This is an optimization exercise on Yosys and OpenROAD, whose aim is small area and a short achievable clock period, not a production implementation. RTL that was checked went through simulation tests only; none was proved equivalent to the original. No functional check of the RTL was part of run 1. Power and IR drop assume default switching activity.

### flow/config.mk
export PLATFORM = sky130hd
export DESIGN_NAME = neoPixelTop
export DESIGN_NICKNAME = neoPixelTop
export VERILOG_FILES = /design/flow/design.v
export SDC_FILE = /design/flow/constraint.sdc
export NUM_CORES = 4
export LEC_CHECK = 0
export CAP_MARGIN = 20
export CORE_MARGIN = 2
export CORE_UTILIZATION = 60
export CTS_CLUSTER_DIAMETER = 90
export CTS_CLUSTER_SIZE = 26
export PLACE_DENSITY = 0.7
export SETUP_SLACK_MARGIN = 3.4
export SLEW_MARGIN = 20
export TNS_END_PERCENT = 100
### flow/constraint.sdc
create_clock -name core_clock -period 6.0 [get_ports {busClk}]
set_input_delay 1.2000 -clock core_clock [delete_from_list [all_inputs] [get_ports {busClk}]]
set_output_delay 1.2000 -clock core_clock [all_outputs]
set_load 0.01 [all_outputs]
### flow/design.v
`default_nettype none
package neoBusPkg;
  localparam int addrWidth = 18;
  localparam int dataWidth = 8;
  localparam logic [1:0] regionVirtual = 2'd0;
  localparam logic [1:0] regionDelta   = 2'd1;
  localparam logic [1:0] regionRaw     = 2'd2;
  localparam logic [1:0] regionReg     = 2'd3;
  localparam logic [3:0] regMaxLo  = 4'd0;
  localparam logic [3:0] regMaxHi  = 4'd1;
  localparam logic [3:0] regCtrl   = 4'd2;
  localparam logic [3:0] regStatus = 4'd3;
  localparam int ctrlInitBit  = 0;
  localparam int ctrlLimitBit = 1;
  localparam int ctrlRunBit   = 2;
  localparam int ctrlLoopBit  = 3;
  localparam int ctrl32Bit    = 4;
endpackage
`default_nettype wire
`default_nettype none
package neoPixelPkg;
  localparam int bufferEnd  = 255;
  localparam int bufferBits = 8;
  localparam int virtualEnd  = 63;
  localparam int virtualBits = 6;
  localparam int maxBits = 13;  
  typedef union packed {
    logic [15:0] raw;
    struct packed {
      logic [13:0] slot;
      logic [1:0]  lowBits;
    } pixel;
  } deltaEntry;
  localparam int bitPeriod = 8;
  localparam int highZero  = 2;
  localparam int highOne   = 5;
  localparam int resetGap  = 40;
  localparam int fifoDepth    = 4;
  localparam int encoderSlots = 1;
endpackage
`default_nettype wire
`timescale 1ns/1ps
`default_nettype none
module neoPixelTop (
  input  wire                             busClk,
  input  wire                             arstN,
  input  wire [neoBusPkg::addrWidth-1:0]  busAddr,
  input  wire [neoBusPkg::dataWidth-1:0]  busDataIn,
  input  wire                             busWrite,
  input  wire                             busRead,
  output logic [neoBusPkg::dataWidth-1:0] busDataOut,
  output logic                            busReady,
  output logic                            neoData
);
  logic [1:0] region;
  logic [3:0] regIx;
  logic       wrVirtual;
  logic       wrDelta;
  logic       wrRaw;
  logic       wrReg;
  assign region    = busAddr[neoBusPkg::addrWidth-1 -: 2];
  assign regIx     = busAddr[3:0];
  assign wrVirtual = busWrite && region == neoBusPkg::regionVirtual;
  assign wrDelta   = busWrite && region == neoBusPkg::regionDelta;
  assign wrRaw     = busWrite && region == neoBusPkg::regionRaw;
  assign wrReg     = busWrite && region == neoBusPkg::regionReg;
  logic        virtualPending;
  logic [12:0] regMax;
  logic        ctrlInit;
  logic        ctrlLimit;
  logic        ctrlRun;
  logic        ctrlLoop;
  logic        ctrl32;
  logic        frameDone;
  logic        regRun;
  logic        busy;
  always_ff @(posedge busClk) busReady <= ~wrVirtual;  
  assign regRun = ctrlRun & ~frameDone;  
  always_ff @(posedge busClk or negedge arstN) begin
    if (!arstN) begin
      virtualPending <= 1'b0;
      regMax    <= '0;
      ctrlInit  <= 1'b0;
      ctrlLimit <= 1'b0;
      ctrlRun   <= 1'b0;
      ctrlLoop  <= 1'b0;
      ctrl32    <= 1'b0;
    end else begin
      virtualPending <= wrVirtual;
      if (frameDone) ctrlRun <= ctrlLoop;  
      if (ctrlInit) begin
        ctrlInit  <= 1'b0;
        ctrlLimit <= 1'b0;
        ctrlRun   <= 1'b0;
        ctrlLoop  <= 1'b0;
        ctrl32    <= 1'b0;
      end
      if (wrReg) begin
        case (regIx)
          neoBusPkg::regMaxLo: regMax[7:0]  <= busDataIn;
          neoBusPkg::regMaxHi: regMax[12:8] <= busDataIn[4:0];
          neoBusPkg::regCtrl: begin
            ctrlInit  <= busDataIn[neoBusPkg::ctrlInitBit];
            ctrlLimit <= busDataIn[neoBusPkg::ctrlLimitBit];
            ctrlRun   <= busDataIn[neoBusPkg::ctrlRunBit];
            ctrlLoop  <= busDataIn[neoBusPkg::ctrlLoopBit];
            ctrl32    <= busDataIn[neoBusPkg::ctrl32Bit];
          end
          default: ;  
        endcase
      end
    end
  end
  always_ff @(posedge busClk) begin
    if (busRead) begin
      if (region == neoBusPkg::regionReg) begin
        case (regIx)
          neoBusPkg::regMaxLo:  busDataOut <= regMax[7:0];
          neoBusPkg::regMaxHi:  busDataOut <= {3'b000, regMax[12:8]};
          neoBusPkg::regCtrl:   busDataOut <= {3'b000, ctrl32, ctrlLoop, ctrlRun, ctrlLimit, ctrlInit};
          neoBusPkg::regStatus: busDataOut <= {7'd0, busy};
          default:              busDataOut <= '0;
        endcase
      end else begin
        busDataOut <= '1;  
      end
    end
  end
  logic [7:0]       deltaLow;
  logic [63:0][7:0] deltaMem;
  logic [5:0]       deltaRdAddr;
  logic [3:0][7:0]  deltaCand;    
  logic [1:0]       deltaSel;
  logic [7:0]       deltaWord;
  logic [1:0]       virtualChan;
  logic [7:0]       mappedIx;
  assign deltaRdAddr = ctrl32 ? busAddr[7:2] : busAddr[5:0];
  always_ff @(posedge busClk) begin
    if (wrDelta && !busAddr[0]) deltaLow <= busDataIn;  
    for (int i = 0; i < 64; i++) begin
      if (wrDelta && busAddr[0] && busAddr[6:1] == 6'(i)) deltaMem[i] <= deltaLow;
    end
    for (int k = 0; k < 4; k++) deltaCand[k] <= deltaMem[{2'(k), deltaRdAddr[3:0]}];
    deltaSel    <= deltaRdAddr[5:4];
    virtualChan <= busAddr[1:0];
  end
  assign deltaWord = deltaCand[deltaSel];
  assign mappedIx  = ctrl32 ? {deltaWord[7:2], virtualChan} : deltaWord;
  logic [7:0]  pixWrAddrN;
  logic        pixWrEnN;
  logic [15:0] pixWrHiN;    
  logic [15:0] pixWrLoN;    
  logic [7:0]  pixWrData;
  logic [255:0][7:0] pixMem;
  logic [7:0]  ix;
  logic [7:0]  ixLo;        
  logic [3:0]  ixMid;       
  logic [7:0][7:0] cand;    
  logic [7:0][7:0] pixRd;
  logic [2:0]  candSel;
  logic [7:0]  pixelByte;
  assign pixWrEnN   = virtualPending || wrRaw;
  assign pixWrAddrN = virtualPending ? mappedIx : busAddr[7:0];
  always_ff @(posedge busClk or negedge arstN) begin
    if (!arstN) begin
      pixWrHiN <= '1;
    end else begin
      for (int i = 0; i < 16; i++) pixWrHiN[i] <= !(pixWrEnN && pixWrAddrN[7:4] == 4'(i));
    end
  end
  always_ff @(posedge busClk) begin
    pixWrData <= busDataIn;
    for (int i = 0; i < 16; i++) pixWrLoN[i] <= pixWrAddrN[3:0] != 4'(i);
    for (int i = 0; i < 256; i++) begin
      if (!(pixWrHiN[i / 16] || pixWrLoN[i % 16])) pixMem[i] <= pixWrData;
    end
  end
  always_comb begin
    for (int k = 0; k < 8; k++) begin
      pixRd[k] = '0;
      for (int m = 0; m < 4; m++)
        for (int l = 0; l < 8; l++)
          pixRd[k] = pixRd[k] | ({8{ixMid[m] && ixLo[l]}} & pixMem[32*k + 8*m + l]);
    end
  end
  always_ff @(posedge busClk) begin
    for (int k = 0; k < 8; k++) cand[k] <= fwdHitN[k] ? pixRd[k] : pixWrData;
    candSel <= ix[7:5];
  end
  assign pixelByte = cand[candSel];
  logic [7:0] fwdHitN;
  always_comb begin
    for (int k = 0; k < 8; k++) fwdHitN[k] = pixWrHiN[{3'(k), ix[4]}] || pixWrLoN[ix[3:0]];
  end
  typedef enum logic [1:0] {fIdle, fFetch, fWait} fetchState;
  fetchState fState;
  logic [2:0] credits;    
  logic readPending;      
  logic lastPending;
  logic atLast;
  logic issue;
  logic fifoCredit;
  assign atLast = ix == 8'd255 || (ctrlLimit && {5'd0, ix} == regMax);
  assign issue  = fState == fFetch && regRun && credits != 3'd0 && !readPending;
  assign busy   = fState != fIdle;
  always_ff @(posedge busClk or negedge arstN) begin
    if (!arstN) begin
      fState      <= fIdle;
      ix          <= '0;
      ixLo        <= 8'd1;
      ixMid       <= 4'd1;
      credits     <= 3'd4;
      readPending <= 1'b0;
      lastPending <= 1'b0;
    end else begin
      readPending <= issue;
      if (issue) lastPending <= atLast;
      credits <= credits - {2'b00, issue} + {2'b00, fifoCredit};
      case (fState)
        fIdle: begin
          if (regRun) begin
            fState <= fFetch;
            ix     <= '0;
            ixLo   <= 8'd1;
            ixMid  <= 4'd1;
          end
        end
        fFetch: begin
          if (!regRun) begin
            fState <= fIdle;  
          end else if (issue) begin
            if (atLast) fState <= fWait;
            else begin
              ix    <= ix + 1'b1;
              ixLo  <= {ixLo[6:0], ixLo[7]};
              if (ixLo[7]) ixMid <= {ixMid[2:0], ixMid[3]};
            end
          end
        end
        default: begin
          if (!regRun) fState <= fIdle;  
        end
      endcase
    end
  end
  logic [8:0] queue [4];  
  logic [1:0] wrPtr;
  logic [1:0] rdPtr;
  logic [2:0] count;
  logic [1:0] downCredits;
  logic       deq;
  logic       encValid;
  logic [7:0] encData;
  logic       encLast;
  logic       encCredit;
  assign deq = count != 3'd0 && downCredits != 2'd0;
  always_ff @(posedge busClk) begin
    if (readPending) queue[wrPtr] <= {lastPending, pixelByte};
    if (deq) {encLast, encData} <= queue[rdPtr];
  end
  always_ff @(posedge busClk or negedge arstN) begin
    if (!arstN) begin
      wrPtr       <= '0;
      rdPtr       <= '0;
      count       <= '0;
      downCredits <= 2'd1;
      encValid    <= 1'b0;
      fifoCredit  <= 1'b0;
    end else begin
      if (readPending) wrPtr <= wrPtr + 1'b1;
      if (deq) rdPtr <= rdPtr + 1'b1;
      count       <= count + {2'b00, readPending} - {2'b00, deq};
      downCredits <= downCredits - {1'b0, deq} + {1'b0, encCredit};
      encValid    <= deq;
      fifoCredit  <= deq;
    end
  end
  typedef enum logic [1:0] {eIdle, eBits, eGap} encState;
  encState    eState, eStateN;
  logic       slotFull;
  logic [7:0] slotData;
  logic       slotLast;
  logic [7:0] shifter, shifterN;
  logic       curLast;
  logic [2:0] phase, phaseN;
  logic [2:0] bitIx, bitIxN;
  logic [5:0] gapCnt, gapCntN;
  logic       frameDoneN;
  logic       periodEnd;
  logic       byteEnd;
  logic       load;
  assign periodEnd = eState == eBits && phase == 3'd7;
  assign byteEnd   = periodEnd && bitIx == 3'd7;
  assign load      = slotFull && (eState == eIdle || (byteEnd && !curLast));
  always_comb begin
    eStateN    = eState;
    phaseN     = phase;
    bitIxN     = bitIx;
    gapCntN    = gapCnt;
    frameDoneN = 1'b0;
    if (load) begin
      eStateN = eBits;
      phaseN  = '0;
      bitIxN  = '0;
    end else begin
      case (eState)
        eBits: begin
          if (periodEnd) begin
            phaseN = '0;
            bitIxN = bitIx + 1'b1;
            if (bitIx == 3'd7) begin
              eStateN = curLast ? eGap : eIdle;
              gapCntN = '0;
            end
          end else begin
            phaseN = phase + 1'b1;
          end
        end
        eGap: begin
          if (gapCnt == 6'd39) begin
            eStateN    = eIdle;
            frameDoneN = 1'b1;
          end else begin
            gapCntN = gapCnt + 1'b1;
          end
        end
        default: ;
      endcase
    end
    if (load) shifterN = slotData;
    else if (periodEnd) shifterN = {shifter[6:0], 1'b0};  
    else shifterN = shifter;
  end
  always_ff @(posedge busClk) begin
    if (encValid) begin
      slotData <= encData;
      slotLast <= encLast;
    end
    shifter <= shifterN;
    if (load) curLast <= slotLast;
  end
  always_ff @(posedge busClk or negedge arstN) begin
    if (!arstN) begin
      eState    <= eIdle;
      slotFull  <= 1'b0;
      phase     <= '0;
      bitIx     <= '0;
      gapCnt    <= '0;
      encCredit <= 1'b0;
      frameDone <= 1'b0;
      neoData   <= 1'b0;
    end else begin
      eState    <= eStateN;
      phase     <= phaseN;
      bitIx     <= bitIxN;
      gapCnt    <= gapCntN;
      frameDone <= frameDoneN;
      encCredit <= load;  
      if (load) slotFull <= 1'b0;
      else if (encValid) slotFull <= 1'b1;
      neoData <= eStateN == eBits && phaseN < (shifterN[7] ? 3'd5 : 3'd2);
    end
  end
endmodule
`default_nettype wire
### flow/run.sh
#!/bin/bash
# synth_recipe.tcl (not shown) runs the flow's synth.tcl, then flattens the netlist and writes it again
# the make line also repeats each setting of config.mk as NAME=value (left out here)
make -C /OpenROAD-flow-scripts/flow DESIGN_CONFIG=/design/flow/config.mk WORK_HOME=/design/flow/orfs CLKGATE_MAP_FILE= SYNTH_SCRIPT=/design/flow/synth_recipe.tcl finish
==> summary.txt, run 1 <==
- Cell accounting for the most synthesized area: sky130_fd_sc_hd__edfxtp_1
* R2r setup slk: 3.23 ns
- Most common cell in the synthesized netlist: sky130_fd_sc_hd__edfxtp_1
* Number of nets still failing antenna checks after routing: 0
- Post-synthesis compound-gate area fraction: 10.1%
* Length of the first detailed-routing pass in iterations: 9
* Startpoint-to-endpoint class of the critical path: reg -> reg
* Uppermost layer routed: met5
- DR DRC count: 0
* Initial detailed-routing violation count: 13,400
- Average instance area after synthesis: about 18 um^2
- Final Hold Fails: 0
- The number of buffers and inverters on the critical path is 3.
- In the synthesized netlist, mux cells make up 4.18% of the area.
- The number of global-route vias before repair was ~60,000.
- Ratio of final minimum period to clock period: between 40% and 50%
- Cell Rows: 154
* CP arrival: 3.47 ns
- Total Wirelength: 335,000 um
- Number of H-tree levels: 3
* Effective utilization at floorplan: 60.3%
- Routed met1 length: 113,000 um
- VDD IR-drop max: 0.282 mV
- Total grt overflow: 0
- In this run the worst path has a maximum fanout of 19.
- The final-report max-slew violation count is 0.
- The die covers between 150,000 and 200,000 um^2.
- The synthesized netlist devotes 0.286% of its cell area to adder and majority cells.
- Synthesized area: 106,000 um^2
- Setup total negative slack on the finished layout was measured at 0 ns.
- Placer Congestion: 0.917
- For this design the ratio of total power to cell area is just over 300 nW/um^2.
- Counting cells, the worst reg-to-reg path comes to 7.
- Counting every sink on the clock net gives 2,857.
- The critical path ends at cand[55].
* Standby leakage power: 36.0 nW
* Capturing element type of the critical path: register
- CP Cell Sequence: buf_16 -> inv_4 -> buf_16 -> o22a_1 -> o21ai_0 -> or4b_1 -> o32a_1
* Number of antenna violations at the first check in global routing: 13
- Sequential cells were found to cover 79.4% of the synthesized design area.
* Launch point of the worst path: ixMid[0]
* Total global routing track utilization: 36.2%
- Counting flops with a built-in enable in the synthesized netlist gives 2,638.
* Die outline width: 424 um
- Entering global routing, the biggest net connects 209 pins.
- The cell sitting at the root of the clock tree is a sky130_fd_sc_hd__clkbuf_16.
- The kind of cell with the highest combined delay along the critical path is compound AO/OA/AOI/OAI gates.
* Routed via count divided by cell count: between 7 and 8
- TritonCTS built the clock tree.
* Post-synthesis net count: approximately 6,100
- The clock reaches the later pin of the worst-skew pair after 0.86 ns.
- By area, the combinational part of the netlist is dominated by compound AO/OA/AOI/OAI gates.
* Setup repair after global routing missed its margin: yes
- By area the synthesized netlist is led by sky130_fd_sc_hd__edfxtp_1, sky130_fd_sc_hd__a22oi_1, sky130_fd_sc_hd__mux4_2, sky130_fd_sc_hd__dfxtp_1, sky130_fd_sc_hd__a222oi_1.
* Max-cap violations: 0
- Kind of start point of the critical path: register
* Type of the tightest min-delay check: in -> async
* Startpoint of the worst register-to-register path: ixMid[0]
- Counting stages on the worst path, the most repeated cell is sky130_fd_sc_hd__buf_16.
* Routed wire per std cell: a little under 40 um
- CP max stage cell: sky130_fd_sc_hd__dfstp_4
- Critical path depth in cells: 7
- The routed design could run at a clock period as short as 2.77 ns.
- Synth warn: 1
* Slew at the pin closest to its max-slew limit: 1.32 ns
* Cell count after synthesis: 6,020
- Of all flip-flops after synthesis, the portion carrying an async set or reset was between 3 and 4%.
* Routed length on met3: 51,700 um
* Clk buf depth: 3
- Final-stage net count: 6,176
- Counting the buffers created by CTS gives 121.
* Fin Clk Skew: about 0.049 ns
- In this run the count of I/O pins placed on the die edge is 40.
* Fraction of synthesized cell area taken by the top area cell type: 74.8%
* Final setup vio count: 0
- Main flop type after synthesis: sky130_fd_sc_hd__edfxtp_1
- Crit path required time: approximately 6.7 ns
- Max stage delay on crit path: roughly 0.58 ns
- The routed design uses 148,000 um of met2 wire.
* Core ar.: ~180,000 um^2
* Top post-synthesis cells by count: sky130_fd_sc_hd__edfxtp_1, sky130_fd_sc_hd__a22oi_1, sky130_fd_sc_hd__nor2_1
- Status: complete, no violations
- The netlist uses 70 different library cells.
- Number of inserted filler cells in the final layout: 11,300
* Post-synthesis share of cell area spent on xor and xnor gates: less than 1%
- Detailed placement finished with a half-perimeter wire length of 183,000 um.
- Wire length of the first global-routing pass: 456,000 um
- The endpoint identified for the worst register-to-register timing path is cand[55].
- Top achievable clock speed: 0.361 GHz
* Layout cell share with drive strength beyond 1: 17.2%
* Number of input and output port buffers inserted: 31
- Simple-gate portion of the synthesized area: 4.13%
* Die height: 424 um
- After synthesis the netlist holds a flip-flop and latch count of ~2,900.
- Via Count: 63,400
* Worst relative slew slack: 11.4%
- Utilization of the core after routing: about 67%
- The area growth from synthesis to layout is 11.5%.
- Clock-pin slew was measured on the worst setup and hold paths at 0.10 ns.
## worst min-delay path by stage
stage	from	end	slack [ns]	depth (start not counted)
after floorplan	ix[7]	candSel[2]	0.39	0
after global placement	slotLast	curLast	0.40	0
after detailed placement	encData[3]	slotData[3]	0.40	0
after CTS	encData[5]	slotData[5]	0.43	0
after global routing	encLast	slotLast	0.44	0
final	arstN	gapCnt[4]	0.43	1
## registers in the layout, indices dropped and copies added (netlist names), 13 cells and up
signal	cells
pixMem	2048
deltaMem	512
cand	64
pixWrHiN	16
regMax	13
pixWrLoN	16
deltaCand	32
queue	36
## worst reg2reg max path, delay by kind of cell, from the launching register on
kind,cells,cell delay [ns]
flops,1,0.58
simple gates,1,0.54
buf+inv,3,0.77
compound gates,3,0.73
## cells in the final DEF (no fill, tap or decap), drive strengths merged, types with 13 or more instances in the layout
cell,instances
edfxtp,2638
o21ai,42
dfxtp,129
a221oi,61
nor3,60
nand3,62
a22oi,571
ha,21
and2,73
mux2,29
clkbuf,237
clkdlybuf4s50,14
a22o,121
nand4,38
mux4,163
diode,13
a211oi,34
a31oi,108
nand2,204
xnor2,17
mux2i,44
buf,381
a222oi,191
nor2,484
a21oi,147
inv,44
dfstp,20
o22ai,77
dfrtp,70
nor4,25
## logic make-up (layout without fill, tap and decap cells)
group | count (synthesis) | in the layout
other cells | 0 | 13
compound gates | 1412 | 1412
fa+ha+maj | 23 | 23
xor+xnor | 20 | 20
mux | 235 | 236
flops | 2857 | 2857
simple gates | 990 | 990
buf+inv | 483 | 691
## power by group
| group | leakage (nW) | internal (mW) | total [mW] | switching [mW] |
|---|---|---|---|---|
| registers | 25.9 | 22.0 | 22.3 | 0.322 |
| logic | 8.41 | 1.26 | 3.62 | 2.36 |
| clock network | 1.73 | 4.05 | 10.0 | 5.94 |
## routing by layer
metal	up-vias	global-route usage (%)
li1	24700	-
met4	14	20.0
met3	1116	10.4
met5	-	0
met1	31800	49.3
met2	5793	53.3
## cell type report
| cell class | count | area, um^2 | area share (%) |
|---|---|---|---|
| flip-flops and latches | 2857 | 84200 | 71.3 |
| clock inverters | 7 | 72.6 | 0.0615 |
| multi-input cells | 2681 | 21700 | 18.4 |
| clock buffers | 222 | 3550 | 3.01 |
| well taps | 2340 | 2930 | 2.48 |
| diodes | 13 | 32.5 | 0.0276 |
| repair buffers | 417 | 5330 | 4.51 |
| inverters | 45 | 228 | 0.193 |
## timing repair
action	CTS	global route
cloned	12	12
buffers inserted	157	52
pin swaps	70	45
resized for setup	447	129
endpoints found under the setup margin	640	550
hold buffers	0	0
## metrics by stage
stage | setup WS (ns) | hold slack (ns) | power [mW] | instances | instance area (um^2)
after floorplan | 3.23 | 0.386 | 24.1 | 6020 | 106000
after global placement | 1.30 | 0.403 | 25.4 | 8101 | 109000
after detailed placement | 1.24 | 0.405 | 25.5 | 8103 | 109000
after CTS | 3.29 | 0.428 | 35.5 | 8501 | 117000
after global routing | 3.27 | 0.444 | 36.5 | 8569 | 118000
final | 3.23 | 0.425 | 35.9 | 8582 | 118000
==> run 2, diff against run 1 <==
--- a/flow/design.v
+++ b/flow/design.v
@@ -131,6 +131,10 @@
   logic [5:0]       deltaRdAddr;
   logic [3:0][7:0]  deltaCand;    
   logic [1:0]       deltaSel;
+  logic [7:0]       deltaWrHiN;   
+  logic [7:0]       deltaWrLoN;   
+  logic             deltaFwdHit;  
+  logic [7:0]       deltaFwdData;
   logic [7:0]       deltaWord;
   logic [1:0]       virtualChan;
   logic [7:0]       mappedIx;
@@ -138,23 +142,34 @@
   always_ff @(posedge busClk) begin
     if (wrDelta && !busAddr[0]) deltaLow <= busDataIn;  
     for (int i = 0; i < 64; i++) begin
-      if (wrDelta && busAddr[0] && busAddr[6:1] == 6'(i)) deltaMem[i] <= deltaLow;
+      if (!(deltaWrHiN[i / 8] || deltaWrLoN[i % 8])) deltaMem[i] <= deltaLow;
     end
+    for (int i = 0; i < 8; i++) deltaWrLoN[i] <= busAddr[3:1] != 3'(i);
     for (int k = 0; k < 4; k++) deltaCand[k] <= deltaMem[{2'(k), deltaRdAddr[3:0]}];
-    deltaSel    <= deltaRdAddr[5:4];
-    virtualChan <= busAddr[1:0];
+    deltaSel     <= deltaRdAddr[5:4];
+    deltaFwdHit  <= !(deltaWrHiN[deltaRdAddr[5:3]] || deltaWrLoN[deltaRdAddr[2:0]]);
+    deltaFwdData <= deltaLow;
+    virtualChan  <= busAddr[1:0];
   end
-  assign deltaWord = deltaCand[deltaSel];
+  always_ff @(posedge busClk or negedge arstN) begin
+    if (!arstN) begin
+      deltaWrHiN <= '1;
+    end else begin
+      for (int i = 0; i < 8; i++) deltaWrHiN[i] <= !(wrDelta && busAddr[0] && busAddr[6:4] == 3'(i));
+    end
+  end
+  assign deltaWord = deltaFwdHit ? deltaFwdData : deltaCand[deltaSel];
   assign mappedIx  = ctrl32 ? {deltaWord[7:2], virtualChan} : deltaWord;
   logic [7:0]  pixWrAddrN;
   logic        pixWrEnN;
   logic [15:0] pixWrHiN;    
   logic [15:0] pixWrLoN;    
+  logic        fwdHit;      
+  logic [7:0]  fwdData;
   logic [7:0]  pixWrData;
   logic [255:0][7:0] pixMem;
   logic [7:0]  ix;
-  logic [7:0]  ixLo;        
-  logic [3:0]  ixMid;       
+  logic [31:0] ixSel;       
   logic [7:0][7:0] cand;    
   logic [7:0][7:0] pixRd;
   logic [2:0]  candSel;
@@ -180,18 +195,16 @@
       pixRd[k] = '0;
       for (int m = 0; m < 4; m++)
         for (int l = 0; l < 8; l++)
-          pixRd[k] = pixRd[k] | ({8{ixMid[m] && ixLo[l]}} & pixMem[32*k + 8*m + l]);
+          pixRd[k] = pixRd[k] | ({8{ixSel[8*m + l]}} & pixMem[32*k + 8*m + l]);
     end
   end
   always_ff @(posedge busClk) begin
-    for (int k = 0; k < 8; k++) cand[k] <= fwdHitN[k] ? pixRd[k] : pixWrData;
+    cand    <= pixRd;
     candSel <= ix[7:5];
+    fwdHit  <= !(pixWrHiN[ix[7:4]] || pixWrLoN[ix[3:0]]);
+    fwdData <= pixWrData;
   end
-  assign pixelByte = cand[candSel];
-  logic [7:0] fwdHitN;
-  always_comb begin
-    for (int k = 0; k < 8; k++) fwdHitN[k] = pixWrHiN[{3'(k), ix[4]}] || pixWrLoN[ix[3:0]];
-  end
+  assign pixelByte = fwdHit ? fwdData : cand[candSel];
   typedef enum logic [1:0] {fIdle, fFetch, fWait} fetchState;
   fetchState fState;
   logic [2:0] credits;    
@@ -207,8 +220,7 @@
     if (!arstN) begin
       fState      <= fIdle;
       ix          <= '0;
-      ixLo        <= 8'd1;
-      ixMid       <= 4'd1;
+      ixSel       <= 32'd1;
       credits     <= 3'd4;
       readPending <= 1'b0;
       lastPending <= 1'b0;
@@ -221,8 +233,7 @@
           if (regRun) begin
             fState <= fFetch;
             ix     <= '0;
-            ixLo   <= 8'd1;
-            ixMid  <= 4'd1;
+            ixSel  <= 32'd1;
           end
         end
         fFetch: begin
@@ -232,8 +243,7 @@
             if (atLast) fState <= fWait;
             else begin
               ix    <= ix + 1'b1;
-              ixLo  <= {ixLo[6:0], ixLo[7]};
-              if (ixLo[7]) ixMid <= {ixMid[2:0], ixMid[3]};
+              ixSel <= {ixSel[30:0], ixSel[31]};
             end
           end
         end
==> run 2 against run 1 <==
Hold slack got worse by 0.068 ns. Worst setup slack improved by 0.12 ns. Non-clock buffer count decreased by 183. Sequential cell count increased by 54. Count of clock-buffer cells in the layout decreased by 8. Synthesized cell count decreased by 5.2%. Via count decreased by 7.1%. Routed wire length decreased by 7.9%. Register-to-register slack improved by 0.12 ns. Highest routed layer unchanged.
==> summary.txt, run 2 <==
* Later-pin clock latency in the skew report: 0.85 ns (was 0.86 ns)
- Slew at the pin closest to its max-slew limit: 1.34 ns (was 1.32 ns)
- The largest buffer count on any clock path came to 3 (unchanged).
- The final antenna-violating net count is 0 (unchanged).
* Number of buffers and inverters on the critical path: 1 (was 3)
- Top post-synthesis cells by count: sky130_fd_sc_hd__edfxtp_1, sky130_fd_sc_hd__a22oi_1, sky130_fd_sc_hd__nor2_1 (unchanged)
- The count of flip-flops with a built-in enable after synthesis was 2,638 (unchanged).
- The CTS tree is built (unchanged).
- Final setup vio count: 0 (unchanged)
* Post-synthesis net count: 5,757 (was 6,073)
- Number of global-route vias before repair: 55,500 (was 59,400)
- Final Hold Fails: 0 (unchanged)
- Fin crit period: 2.65 ns (was 2.77 ns)
- Cell count after synthesis: 5,704 (was 6,020)
- The capturing element of the worst setup path is queue[1][1] (was cand[55]).
- The capturing point of the worst reg2reg path was queue[1][1] (was cand[55]).
- CP Cell Sequence: buf_4 -> mux4_2 -> mux2i_1 -> o21ai_0 (was buf_16 -> inv_4 -> buf_16 -> o22a_1 -> o21ai_0 -> or4b_1 -> o32a_1)
- The number of placed I/O pins came to 40 (unchanged).
* Maximum number of pins on one net before global-route repair: 225 (was 209)
- The floorplan die area came to 179,000 um^2 (was 180,000 um^2).
* Fin Clk Skew: 0.0440 ns (was 0.0486 ns)
* Type of the tightest min-delay check: in -> async (unchanged)
- Total global routing track utilization: 34.0% (was 36.2%)
* Startpoint-to-endpoint class of the critical path: reg -> reg (unchanged)
- The depth of the critical timing path with buffers and inverters included came to 4 (was 7).
- The share of async-settable or async-resettable flops after synthesis came to 4.05% (was 3.15%).
- The DRC violation count after routing came to 0 (unchanged).
- The reg2reg setup slack came to 3.35 ns (was 3.23 ns).
- Launch point of the worst path: candSel[0] (was ixMid[0])
- The final net count came to 5,740 (was 6,176).
- Final max-slew violation count: 0 (unchanged)
- The register clock-pin slew on the reported worst setup and hold paths is 0.10 ns (about the same).
- Total grt overflow: 0 (unchanged)
- The number of H-tree levels came to 4 (was 3).
* CTS sink count: 2,911 (was 2,857)
* Length of the first detailed-routing pass in iterations: 8 (was 9)
- Yosys reg bits: 2,911 (was 2,857)
- The global placement routability congestion came to 0.885 (was 0.917).
- Clock root buffer: sky130_fd_sc_hd__clkbuf_16 (unchanged)
- Fraction of synthesized cell area taken by the top area cell type: 75.0% (was 74.8%)
- The die outline height is 424 um (about the same).
* Via Count: 58,900 (was 63,400)
- The synthesized area divided by synthesized cell count came to 18.5 um^2 (was 17.6 um^2).
* Cell Rows: 153 (was 154)
- The max-capacitance violation count was 0 (unchanged).
* Main flop type after synthesis: sky130_fd_sc_hd__edfxtp_1 (unchanged)
- The register with the highest flop count is pixMem (unchanged).
* Wire length of the first global-routing pass: 425,000 um (was 456,000 um)
- The most frequent cell after synthesis is sky130_fd_sc_hd__edfxtp_1 (unchanged).
* Routed wire per std cell: 38.0 um (was 39.0 um)
- The ratio of routed vias to standard cells came to 7.26 (was 7.39).
* Setup repair after global routing missed its margin: yes (unchanged)
* Initial detailed-routing violation count: 11,200 (was 13,400)
- The post-synthesis cell type with the largest combined area is sky130_fd_sc_hd__edfxtp_1 (unchanged).
- Category of cells accounting for the largest share of critical-path delay: multiplexers (was compound AO/OA/AOI/OAI gates)
- Setup TNS: 0 ns (unchanged)
- The type of origin of the critical path was a register (unchanged).
* Largest cells by area after synthesis: sky130_fd_sc_hd__edfxtp_1, sky130_fd_sc_hd__a22oi_1, sky130_fd_sc_hd__mux4_2, sky130_fd_sc_hd__dfxtp_1, sky130_fd_sc_hd__dfrtp_1 (was sky130_fd_sc_hd__edfxtp_1, sky130_fd_sc_hd__a22oi_1, sky130_fd_sc_hd__mux4_2, sky130_fd_sc_hd__dfxtp_1, sky130_fd_sc_hd__a222oi_1)
- Number of input and output port buffers inserted: 31 (unchanged)
* Core ar.: 174,000 um^2 (was 176,000 um^2)
- The worst reg2reg path depth was 4 (was 7).
- Largest registers in the final layout: pixMem: 2048 flops, deltaMem: 512 flops, cand: 64 flops (unchanged)
- The total clock buffers created by CTS was 131 (was 121).
- The highest attainable clock frequency came to 0.378 GHz (was 0.361 GHz).
- Crit path required time: 6.48 ns (was 6.69 ns)
- Leading cell types in the layout, fill and taps excluded: sky130_fd_sc_hd__edfxtp_1, sky130_fd_sc_hd__a22oi_1, sky130_fd_sc_hd__nor2_1 (unchanged).
- The number of distinct standard cells referenced by the synthesized netlist was 74 (was 70).
- Standby leakage power: 35.3 nW (was 36.0 nW)
* Most common cell after layout, fill and taps aside: sky130_fd_sc_hd__edfxtp_1 (unchanged)
- The horizontal extent of the die was 424 um (about the same).
- Effective utilization at floorplan: 60.5% (was 60.3%)
- The synthesis-to-layout area growth is 7.86% (was 11.5%).
- Synth warn: 1 (unchanged)
- The HPWL reported at the end of detailed placement is 169,000 um (was 183,000 um).
- Synthesized area: 106,000 um^2 (about the same)
- The power density of the placed cells was 308 nW/um^2 (was 304 nW/um^2).
* Worst relative slew slack: 10.7% (was 11.4%)
* CP Max Fanout: 16 (was 19)
* Capturing element type of the critical path: register (unchanged)
* Total Wirelength: 308,000 um (was 335,000 um)
- CP max stage cell: sky130_fd_sc_hd__mux4_2 (was sky130_fd_sc_hd__dfstp_4)
- The origin of the critical flop-to-flop path was candSel[0] (was ixMid[0]).
- Ratio of final minimum period to clock period: 44.1% (was 46.2%)
- The pre-CTS setup slack came to 1.63 ns (was 1.24 ns).
* Number of flip-flops under the largest register name: 2,048 (unchanged)
* Post-synthesis sequential area ratio: 80.8% (was 79.4%)
- Max stage delay on crit path: 0.66 ns (was 0.58 ns)
- CP arrival: 3.13 ns (was 3.47 ns)
- Number of antenna violations at the first check in global routing: 11 (was 13)
* Status: complete, no violations (unchanged)
* PnR worst setup slack: 3.35 ns (was 3.23 ns)
* Layout cell share with drive strength beyond 1: 12.4% (was 17.2%)
- The worst ir drop on vdd was 0.374 mV (was 0.282 mV).
[run 2: power by group]
group	switching, mW	internal, mW	leakage, nW	total (mW)
clock	6.10	4.36	1.86	10.5
combinational	1.18	0.720	6.99	1.90
sequential	0.387	22.3	26.4	22.7
total	7.67	27.4	35.3	35.1
[run 2: final cells by class]
| class | count | area [um^2] |
|---|---|---|
| fillers | 11500 | 60500 |
| inverters | 29 | 114 |
| clock buffers | 214 | 3720 |
| repair buffers | 234 | 2540 |
| clock inverters | 16 | 196 |
| multi-input cells | 2380 | 18900 |
| diodes | 10 | 25.0 |
| well taps | 2325 | 2910 |
| flip-flops and latches | 2911 | 85500 |
[run 2: logic make-up (layout without fill, tap and decap cells)]
| group | count (synthesis) | after routing | share of synthesized area [%] |
|---|---|---|---|
| DFF | 2911 | 2911 | 80.8 |
| AOI/OAI and AO/OA | 1201 | 1201 | 8.82 |
| and+or+nand+nor | 921 | 921 | 4.26 |
| buffers and inverters | 414 | 493 | 1.56 |
| muxes | 216 | 217 | 4.14 |
| adders and majority gates | 23 | 23 | 0.287 |
| xor gates and xnor gates | 18 | 18 | 0.149 |
| other | 0 | 10 | 0 |
[run 2: worst min path at each step]
stage | startpoint | end | slack, ns | cells after the start
after global routing | arstN | neoData | 0.39 | 1
after global placement | encData[3] | slotData[3] | 0.41 | 0
after CTS | arstN | neoData | 0.36 | 1
after floorplan | ix[5] | candSel[0] | 0.34 | 0
final | arstN | gapCnt[0] | 0.36 | 1
after detailed placement | encData[1] | slotData[1] | 0.40 | 0
[run 2: what timing repair did]
action                                 4_1_cts  5_1_grt
gates resized for setup                     82       25
hold buffers                                 0        0
pin swaps                                    1        4
endpoints found under the hold margin        0        0
setup endpoints to repair                  125       71
setup buffers                               48       26
cloned                                       1        0
[run 2: worst reg2reg max path, stage by stage, from the launching register on]
cell                      delay [ns]
sky130_fd_sc_hd__dfxtp_1        0.32
sky130_fd_sc_hd__buf_4          0.32
sky130_fd_sc_hd__mux4_2         0.68
sky130_fd_sc_hd__mux2i_1        0.57
sky130_fd_sc_hd__o21ai_0        0.39
[run 2: metrics by stage]
step | cell area [um^2] | std cells | power, mW | hold WS, ns | utilization, %
after floorplan | 106000 | 5704 | 24.0 | 0.342 | -
after global placement | 109000 | 7791 | 24.9 | 0.406 | 62.2
after detailed placement | 109000 | 7797 | 24.9 | 0.405 | 62.3
after CTS | 113000 | 8076 | 34.9 | 0.362 | 65.0
after global routing | 114000 | 8109 | 35.8 | 0.393 | 65.3
final | 114000 | 8119 | 35.1 | 0.357 | 65.3
[run 2: routing by layer]
metal  GRT usage (%)  share of wire, %  routed length [um]
met1            46.8                35              107000
met2            51.1                45              140000
met3            8.57                14               42700
met4            17.3               5.8               17800
met5           0.565             0.091                 279
==> run 3, diff against run 2 <==
--- a/flow/config.mk
+++ b/flow/config.mk
@@ -11,6 +11,6 @@
 export CTS_CLUSTER_DIAMETER = 90
 export CTS_CLUSTER_SIZE = 26
 export PLACE_DENSITY = 0.7
-export SETUP_SLACK_MARGIN = 3.4
+export SETUP_SLACK_MARGIN = 3.75
 export SLEW_MARGIN = 20
 export TNS_END_PERCENT = 100
==> run 3 against run 2 <==
Clock power about the same. Worst setup slack improved by 0.091 ns. Hold slack improved by 0.018 ns. Die area unchanged. Power rose by 0.88%. Final area up 2.5%. Synthesized cell count unchanged. Global-route usage up 1.3 points. Critical endpoint is now busDataOut[4]. Combinational power grew 22%.
==> summary.txt, run 3 <==
- The floorplan die area is 179,000 um^2 (unchanged).
- The category of the worst setup path capture point is an output port (was register).
- The primary flip-flop cell chosen by synthesis mapping is sky130_fd_sc_hd__edfxtp_1 (unchanged).
- Placed wire-length estimate: 170,000 um (was 169,000 um)
- The ratio of routed vias to standard cells came to 7.32 (was 7.26).
- The number of instances in the synthesized netlist came to 5,704 (unchanged).
- The count of flip-flops with a built-in enable after synthesis was 2,638 (unchanged).
* Number of distinct library cells after synthesis: 74 (unchanged)
- The overall track demand over capacity in global routing is 35.3% (was 34.0%).
- The final count of negative-setup-slack endpoints came to 0 (unchanged).
* Status: complete, no violations (unchanged)
- Final Hold Fails: 0 (unchanged)
* CTS tree: built (unchanged)
- The endpoint arrival time on the critical path is 1.36 ns (was 3.13 ns).
- VDD IR-drop max: 0.322 mV (was 0.374 mV)
- Cell Rows: 153 (unchanged)
- Most common cell after layout, fill and taps aside: sky130_fd_sc_hd__edfxtp_1 (unchanged)
* Largest cells by area after synthesis: sky130_fd_sc_hd__edfxtp_1, sky130_fd_sc_hd__a22oi_1, sky130_fd_sc_hd__mux4_2, sky130_fd_sc_hd__dfxtp_1, sky130_fd_sc_hd__dfrtp_1 (unchanged)
- The transition time of the tightest slew-check pin is 1.25 ns (was 1.34 ns).
* Final max-slew violation count: 0 (unchanged)
- The length of the first detailed-routing pass in iterations is 21 (was 8).
- The synthesized area divided by synthesized cell count is 18.5 um^2 (unchanged).
- The power density of the placed cells was 303 nW/um^2 (was 308 nW/um^2).
- Leading cell types in the layout, fill and taps excluded: sky130_fd_sc_hd__edfxtp_1, sky130_fd_sc_hd__a22oi_1, sky130_fd_sc_hd__nor2_1 (unchanged).
- The maximum fanout along the worst path came to 1 (was 16).
- Setup repair after global routing missed its margin: yes (unchanged)
* Layout cell share with drive strength beyond 1: 17.1% (was 12.4%)
- The total clock buffers created by CTS is 130 (was 131).
* Core ar.: 174,000 um^2 (unchanged)
- Net switching power figure: 7.74 mW (was 7.67 mW)
- Crit path required time: 4.80 ns (was 6.48 ns)
- The number of placed I/O pins came to 40 (unchanged).
* Number of flip-flops under the largest register name: 2,048 (unchanged)
* CTS sink count: 2,911 (unchanged)
* Top post-synthesis cells by count: sky130_fd_sc_hd__edfxtp_1, sky130_fd_sc_hd__a22oi_1, sky130_fd_sc_hd__nor2_1 (unchanged)
* Top achievable clock speed: 0.391 GHz (was 0.378 GHz)
- The insertion delay to the later sink of the worst-skew pair came to 0.83 ns (was 0.85 ns).
* Number of nets still failing antenna checks after routing: 0 (unchanged)
* Number of H-tree levels: 4 (unchanged)
- The overall power is 35.4 mW (was 35.1 mW).
- Worst setup slack after placement: 1.67 ns (was 1.63 ns)
- The critical path's top delay family is flip-flops (was multiplexers).
- The internal power came to 27.6 mW (was 27.4 mW).
- The DRC violation count after routing was 0 (unchanged).
- Wire length of the first global-routing pass: 440,000 um (was 425,000 um)
- The relative contribution of the clock network to total power is 29.5% (was 29.8%).
* Startpoint-to-endpoint class of the critical path: reg -> out (was reg -> reg)
- The max-capacitance violation count is 0 (unchanged).
- The proportion of synthesized chip area in sequential cells was 80.8% (unchanged).
* Number of input and output port buffers inserted: 31 (unchanged)
- Worst relative slew slack: 16.2% (was 10.7%)
* Number of buffers and inverters on the critical path: 1 (unchanged)
- The combinational share of power was 6.6% (was 5.4%).
- Fraction of synthesized cell area taken by the top area cell type: 75.0% (unchanged)
- Routed wire per std cell: 39.1 um (was 38.0 um)
- Die height: 424 um (unchanged)
- Largest registers in the final layout: pixMem: 2048 flops, deltaMem: 512 flops, cand: 64 flops (unchanged).
- The most frequent cell after synthesis was sky130_fd_sc_hd__edfxtp_1 (unchanged).
- Share of flip-flops with an asynchronous set or reset after synthesis: 4.05% (unchanged)
* Die outline width: 424 um (unchanged)
* Kind of start point of the critical path: register (unchanged)
- The post-route fraction of the period consumed by the critical path came to 42.6% (was 44.1%).
- The pin count of the biggest net entering global routing came to 239 (was 225).
- Effective utilization at floorplan: 60.5% (unchanged)
* Total grt overflow: 0 (unchanged)
- The largest buffer count on any clock path is 3 (unchanged).
- The register with the highest flop count was pixMem (unchanged).
* Synthesized area: 106,000 um^2 (unchanged)
- The relative contribution of sequential cells to total power came to 63.9% (was 64.7%).
- The final net count came to 5,855 (was 5,740).
* Switching share of total power: 21.9% (about the same)
- Post-synthesis net count: 5,757 (unchanged)
- Via Count: 60,200 (was 58,900)
- Fin Clk Skew: 0.0270 ns (was 0.0440 ns)
- Max stage delay on crit path: 0.39 ns (was 0.66 ns)
- The final sum of negative setup slack is 0 ns (unchanged).
* Type of the tightest min-delay check: in -> async (unchanged)
* Relative area change from synthesis to final layout: 10.6% (was 7.86%)
- The clock tree root buffer cell is sky130_fd_sc_hd__clkbuf_16 (unchanged).
- Number of global-route vias before repair: 57,100 (was 55,500)
* Placer Congestion: 0.889 (was 0.885)
- Clock slew at reported path FFs: 0.10 ns (about the same)
* Initial detailed-routing violation count: 11,300 (was 11,200)
* Standby leakage power: 36.5 nW (was 35.3 nW)
* Synth warn: 1 (unchanged)
* Number of antenna violations at the first check in global routing: 13 (was 11)
- CP Cell Sequence: buf_2 (was buf_4 -> mux4_2 -> mux2i_1 -> o21ai_0).
* Fin crit period: 2.56 ns (was 2.65 ns)
- CP max stage cell: sky130_fd_sc_hd__edfxtp_1 (was sky130_fd_sc_hd__mux4_2)
* Total Wirelength: 321,000 um (was 308,000 um)
* PnR worst setup slack: 3.44 ns (was 3.35 ns)
* Cell accounting for the most synthesized area: sky130_fd_sc_hd__edfxtp_1 (unchanged)
- Yosys reg bits: 2,911 (unchanged)
[run 3: cell counts after synthesis]
No cell type changed its count.
[run 3: logic make-up after synthesis]
| family | share of synthesized area [%] |
|---|---|
| flip-flops | 80.8 |
| AO/OA/AOI/OAI | 8.82 |
| AND/OR/NAND/NOR | 4.26 |
| buffers and inverters | 1.56 |
| multiplexers | 4.14 |
| adder cells (fa/ha/maj) | 0.287 |
| XOR/XNOR | 0.149 |
[run 3: final timing paths]
| kind | from | to | slack (ns) | depth (start not counted) |
|---|---|---|---|---|
| setup / recovery | busDataOut[4] | busDataOut[4] | 3.44 | 1 |
| min in group core_clock | encData[7] | slotData[7] | 0.42 | 0 |
| hold / removal | arstN | neoData | 0.38 | 1 |
| hold reg to reg | encData[7] | slotData[7] | 0.42 | 0 |
| setup reg to reg | phase[0] | neoData | 3.60 | 11 |
| max in group asynchronous | arstN | ixSel[28] | 4.40 | 2 |
[run 3: layout make-up]
cell class,instances,area (um^2)
antenna,9,22.5
clock buffer,210,3730
clock inverter,9,88.8
fill,11000,57700
inverter,29,116
multi-input combinational,2379,20000
sequential,2911,85500
tap,2325,2910
timing repair buffer,350,4400
timing repair inverter,1,3.75
[run 3: routing by layer]
layer  GRT usage (%)  up-vias  part of all wire (%)
li1                -    23500                     -
met4            20.2       14                   7.0
met2            52.8     5255                    45
met3            9.37     1036                    14
met5           0.215        -                 0.040
met1            47.6    30400                    34
[run 3: metrics by stage]
stage               cells  util, %  instance area, um^2  hold slack (ns)
floorplan            5704        -               106000            0.342
global placement     7803     62.3               109000            0.405
detailed placement   7804     62.3               109000            0.406
CTS                  8170     66.3               116000            0.365
global route         8216     66.9               117000            0.415
finish               8223     66.9               117000            0.376
[run 3: what timing repair did]
action	in CTS	in global routing
setup buffers	135	32
hold buffers	0	0
endpoints found under the setup margin	423	429
endpoints found under the hold margin	0	0
gates resized for setup	319	121
cloned	12	9
pin swaps	65	58
[run 3: power groups by stage]
| stage | clock network [mW] | logic (mW) | registers [mW] |
|---|---|---|---|
| 2_1_floorplan | 0 | 1.12 | 22.9 |
| 5_1_grt | 11.0 | 2.37 | 22.6 |
| 4_1_cts | 10.4 | 2.08 | 22.6 |
| 3_3_place_gp | 0 | 1.73 | 23.1 |
| 6_report | 10.4 | 2.32 | 22.6 |
| 3_5_place_dp | 0 | 1.75 | 23.1 |
==> run 4, diff against run 3 <==
--- a/flow/config.mk
+++ b/flow/config.mk
@@ -11,6 +11,6 @@
 export CTS_CLUSTER_DIAMETER = 90
 export CTS_CLUSTER_SIZE = 26
 export PLACE_DENSITY = 0.7
-export SETUP_SLACK_MARGIN = 3.75
+export SETUP_SLACK_MARGIN = 3.55
 export SLEW_MARGIN = 20
 export TNS_END_PERCENT = 100
==> run 4 against run 3 <==
Clock power hardly changed. Worst setup slack got worse by 0.0015 ns. Clock skew increased by 0.017 ns. Critical path depth did not move. Global-route usage fell by 0.071 points. Count of clock-buffer cells in the layout grew 6. First-iteration DRC count up 7.9%. Critical path type unchanged.
==> summary.txt, run 4 <==
- Status: complete, no violations (unchanged).
- Boundary pin count: 40 (unchanged)
- The most frequent standard cell in the layout excluding fill and tap cells is sky130_fd_sc_hd__edfxtp_1 (unchanged).
* CP arrival: 1.36 ns (about the same)
- The post-synthesis sequential element count came to 2,911 (unchanged).
- The ratio of routed vias to standard cells was 7.36 (was 7.32).
- The max-capacitance violation count was 0 (unchanged).
- Type of the tightest min-delay check: in -> async (unchanged)
- The number of buffers and inverters on the critical path is 1 (unchanged).
- The clock tree root buffer cell is sky130_fd_sc_hd__clkbuf_16 (unchanged).
- Clock slew at reported path FFs: 0.10 ns (about the same)
* Final-stage net count: 5,775 (was 5,855)
* Initial detailed-routing violation count: 12,200 (was 11,300)
- The synthesis-to-layout area growth is 8.77% (was 10.6%).
* Total grt overflow: 0 (unchanged)
- CTS tree: built (unchanged)
* Cell Rows: 153 (unchanged)
* Leading cell types in the layout, fill and taps excluded: sky130_fd_sc_hd__edfxtp_1, sky130_fd_sc_hd__a22oi_1, sky130_fd_sc_hd__nor2_1 (unchanged)
- Pwr/cell area: 307 nW/um^2 (was 303 nW/um^2)
- Placed Area: 109,000 um^2 (about the same)
- The classification of the worst setup path is reg -> out (unchanged).
* Number of antenna violations at the first check in global routing: 20 (was 13)
* Largest register by flop count: pixMem (unchanged)
* Simple-gate portion of the synthesized area: 4.26% (unchanged)
- Cell accounting for the most synthesized area: sky130_fd_sc_hd__edfxtp_1 (unchanged)
- Crit path required time: 4.80 ns (about the same)
- Effective utilization at floorplan: 60.5% (unchanged)
- The post-synthesis mux area share came to 4.14% (unchanged).
- Combinational family with the most area after synthesis: compound AO/OA/AOI/OAI gates (unchanged)
* Number of distinct library cells after synthesis: 74 (unchanged)
- VDD IR-drop max: 0.340 mV (was 0.322 mV)
* Placer Congestion: 0.877 (was 0.889)
- The overall track demand over capacity in global routing was 35.3% (about the same).
- Die height: 424 um (unchanged)
* Fin crit period: 2.56 ns (about the same)
- Utilization of the core after routing: 65.9% (was 66.9%)
- Total clock buffers created by CTS: 132 (was 130)
- Synth warn: 1 (unchanged)
- Largest registers in the final layout: pixMem: 2048 flops, deltaMem: 512 flops, cand: 64 flops (unchanged).
- The share of async-settable or async-resettable flops after synthesis was 4.05% (unchanged).
- The number of global-route vias before repair is 56,400 (was 57,100).
- Grt peak-use layer: met2 (unchanged)
- Final Hold Fails: 0 (unchanged)
- Die outline width: 424 um (unchanged)
- The post-synthesis instance area is 106,000 um^2 (unchanged).
* Post-synthesis sequential area ratio: 80.8% (unchanged)
* Final Non-Filler Cells: 8,164 (was 8,223)
- Length of the first detailed-routing pass in iterations: 9 (was 21)
- Slew at the pin closest to its max-slew limit: 1.24 ns (was 1.25 ns)
* Average instance area after synthesis: 18.5 um^2 (unchanged)
* Number of nets still failing antenna checks after routing: 0 (unchanged)
* Worst relative slew slack: 16.8% (was 16.2%)
- The HPWL reported at the end of detailed placement is 168,000 um (was 170,000 um).
* Post-synthesis compound-gate area fraction: 8.82% (unchanged)
- Category of cells accounting for the largest share of critical-path delay: flip-flops (unchanged)
* Fraction of synthesized cell area taken by the top area cell type: 75.0% (unchanged)
- The DRC violation count after routing came to 0 (unchanged).
- Cell count after synthesis: 5,704 (unchanged)
* Number of input and output port buffers inserted: 31 (unchanged)
- Ratio of final minimum period to clock period: 42.7% (was 42.6%)
- The type of origin of the critical path was a register (unchanged).
- CP Max Fanout: 1 (unchanged)
* Total Wirelength: 319,000 um (was 321,000 um)
* Largest cells by area after synthesis: sky130_fd_sc_hd__edfxtp_1, sky130_fd_sc_hd__a22oi_1, sky130_fd_sc_hd__mux4_2, sky130_fd_sc_hd__dfxtp_1, sky130_fd_sc_hd__dfrtp_1 (unchanged)
* Via Count: 60,100 (was 60,200)
* Met3 track utilization from global routing: 9.97% (was 9.37%)
- The final instance area was 115,000 um^2 (was 117,000 um^2).
* Adder and majority cell fraction of the synthesized area: 0.287% (unchanged)
- The most frequent cell after synthesis was sky130_fd_sc_hd__edfxtp_1 (unchanged).
* Post-synthesis net count: 5,757 (unchanged)
* Placed Instances: 7,787 (was 7,804)
- Setup TNS: 0 ns (unchanged)
* Max stage delay on crit path: 0.39 ns (about the same)
- The count of flip-flops with a built-in enable after synthesis came to 2,638 (unchanged).
* Worst setup slack after placement: 1.51 ns (was 1.67 ns)
- The clock sink count is 2,911 (unchanged).
* Capturing element type of the critical path: output port (unchanged)
- The final count of negative-setup-slack endpoints is 0 (unchanged).
* Routed wire per std cell: 39.1 um (about the same)
- Post-synthesis share of cell area spent on xor and xnor gates: 0.149% (unchanged)
* Final max-slew violation count: 0 (unchanged)
- Top post-synthesis cells by count: sky130_fd_sc_hd__edfxtp_1, sky130_fd_sc_hd__a22oi_1, sky130_fd_sc_hd__nor2_1 (unchanged)
- CP max stage cell: sky130_fd_sc_hd__edfxtp_1 (unchanged)
* Met1 usage: 47.7% (was 47.6%)
- Setup repair after global routing missed its margin: yes (unchanged).
* Layout cell share with drive strength beyond 1: 13.8% (was 17.1%)
* Fin Clk Skew: 0.0438 ns (was 0.0270 ns)
- Later-pin clock latency in the skew report: 0.85 ns (was 0.83 ns)
- Wire length of the first global-routing pass: 438,000 um (was 440,000 um)
- The placeable core region was 174,000 um^2 (unchanged).
- CP Cell Sequence: buf_2 (unchanged).
- Main flop type after synthesis: sky130_fd_sc_hd__edfxtp_1 (unchanged)
* Standby leakage power: 35.7 nW (was 36.5 nW)
* Fraction of met2 tracks used by global routing: 52.3% (was 52.8%)
- DIE AREA: 179,000 um^2 (unchanged)
* Number of H-tree levels: 4 (unchanged)
* Clk buf depth: 3 (unchanged)
* R2r setup slk: 3.48 ns (was 3.60 ns)
* Top achievable clock speed: 0.391 GHz (about the same)
- Maximum number of pins on one net before global-route repair: 245 (was 239)
- PnR worst setup slack: 3.44 ns (about the same)
* Number of flip-flops under the largest register name: 2,048 (unchanged)
run 4: cell counts after synthesis:
Identical to the previous run, type by type.
run 4: logic make-up (layout without fill, tap and decap cells):
group | after synthesis | after routing
other | 0 | 18
DFF | 2911 | 2911
adders and majority gates | 23 | 23
and+or+nand+nor | 921 | 921
AOI/OAI and AO/OA | 1201 | 1201
buffers and inverters | 414 | 531
xor gates and xnor gates | 18 | 18
muxes | 216 | 216
run 4: what timing repair did:
action | CTS | global route
pin swaps | 10 | 14
cloned | 2 | 2
endpoints found under the setup margin | 183 | 130
gates resized for setup | 156 | 57
setup buffers | 96 | 21
hold buffers | 0 | 0
run 4: final timing paths:
| check | end | start | depth (start not counted) |
|---|---|---|---|
| worst max-delay path | busDataOut[1] | busDataOut[1] | 1 |
| worst min-delay path | neoData | arstN | 1 |
| worst max register to register | cand[16] | ixSel[21] | 5 |
| worst min register to register | slotLast | encLast | 0 |
| max in group asynchronous | ixSel[18] | arstN | 2 |
| min in group core_clock | slotLast | encLast | 0 |
run 4: final cells by class:
class	count	area, um^2
inverter	29	116
timing repair buffer	268	3100
sequential	2911	85500
tap	2325	2910
fill	11300	59500
timing repair inverter	1	6.26
antenna	18	45.0
clock inverter	17	209
clock buffer	216	3760
multi-input combinational	2379	19200
run 4: through the flow:
| step | hold WS, ns | power (mW) |
|---|---|---|
| CTS | 0.378 | 35.1 |
| global placement | 0.401 | 24.9 |
| global route | 0.408 | 35.9 |
| floorplan | 0.342 | 24.0 |
| detailed placement | 0.405 | 24.9 |
| finish | 0.373 | 35.3 |
run 4: routing by layer:
metal,vias to the layer above,share of wire (%)
met5,-,0.039
met4,14,6.7
met3,1103,15
met2,5158,45
met1,30500,34
li1,23300,-
run 4: where the power goes:
group          switching (mW)  leakage (nW)  internal [mW]  total, mW
Clock                    6.18          1.89           4.42       10.6
Sequential              0.347          26.4           22.3       22.7
Combinational            1.25          7.35          0.760       2.01
Total                    7.78          35.7           27.5       35.3

static timing again, ports no longer ideal:
How much do the figures lean on ideal ports? The routed layouts below were timed once more, with nothing changed but the port constraints. Step 1 (the two cells are an assumption about what drives the block):
set clk [get_ports {busClk}]
set_driving_cell -lib_cell sky130_fd_sc_hd__clkbuf_16 $clk
set_driving_cell -lib_cell sky130_fd_sc_hd__buf_2 [delete_from_list [all_inputs] $clk]
Step 2 times the ports against the registers' clock, not the clock port: input delays grow and output delays shrink by t, the midpoint of the rising clock arrivals with the driver on. a / b / c = ideal ports / drivers / drivers and shift; a / b = the first two.
run | t (ns) | slack for setup (ns) | slew at the worst register clock pin (ns)
run 1 | 0.922 | 3.229 / 3.229 / 2.562 | 0.11 / 0.11
run 2 | 0.921 | 3.351 / 3.289 / 2.649 | 0.11 / 0.11
run 3 | 0.910 | 3.442 / 3.351 / 2.883 | 0.11 / 0.11
run 4 | 0.916 | 3.441 / 3.349 / 2.693 | 0.11 / 0.11
After both steps setup and hold are still met in every run listed. The setup slack of run 4, which loses most, moves by -0.092 ns with the drivers and by -0.748 ns with both steps.
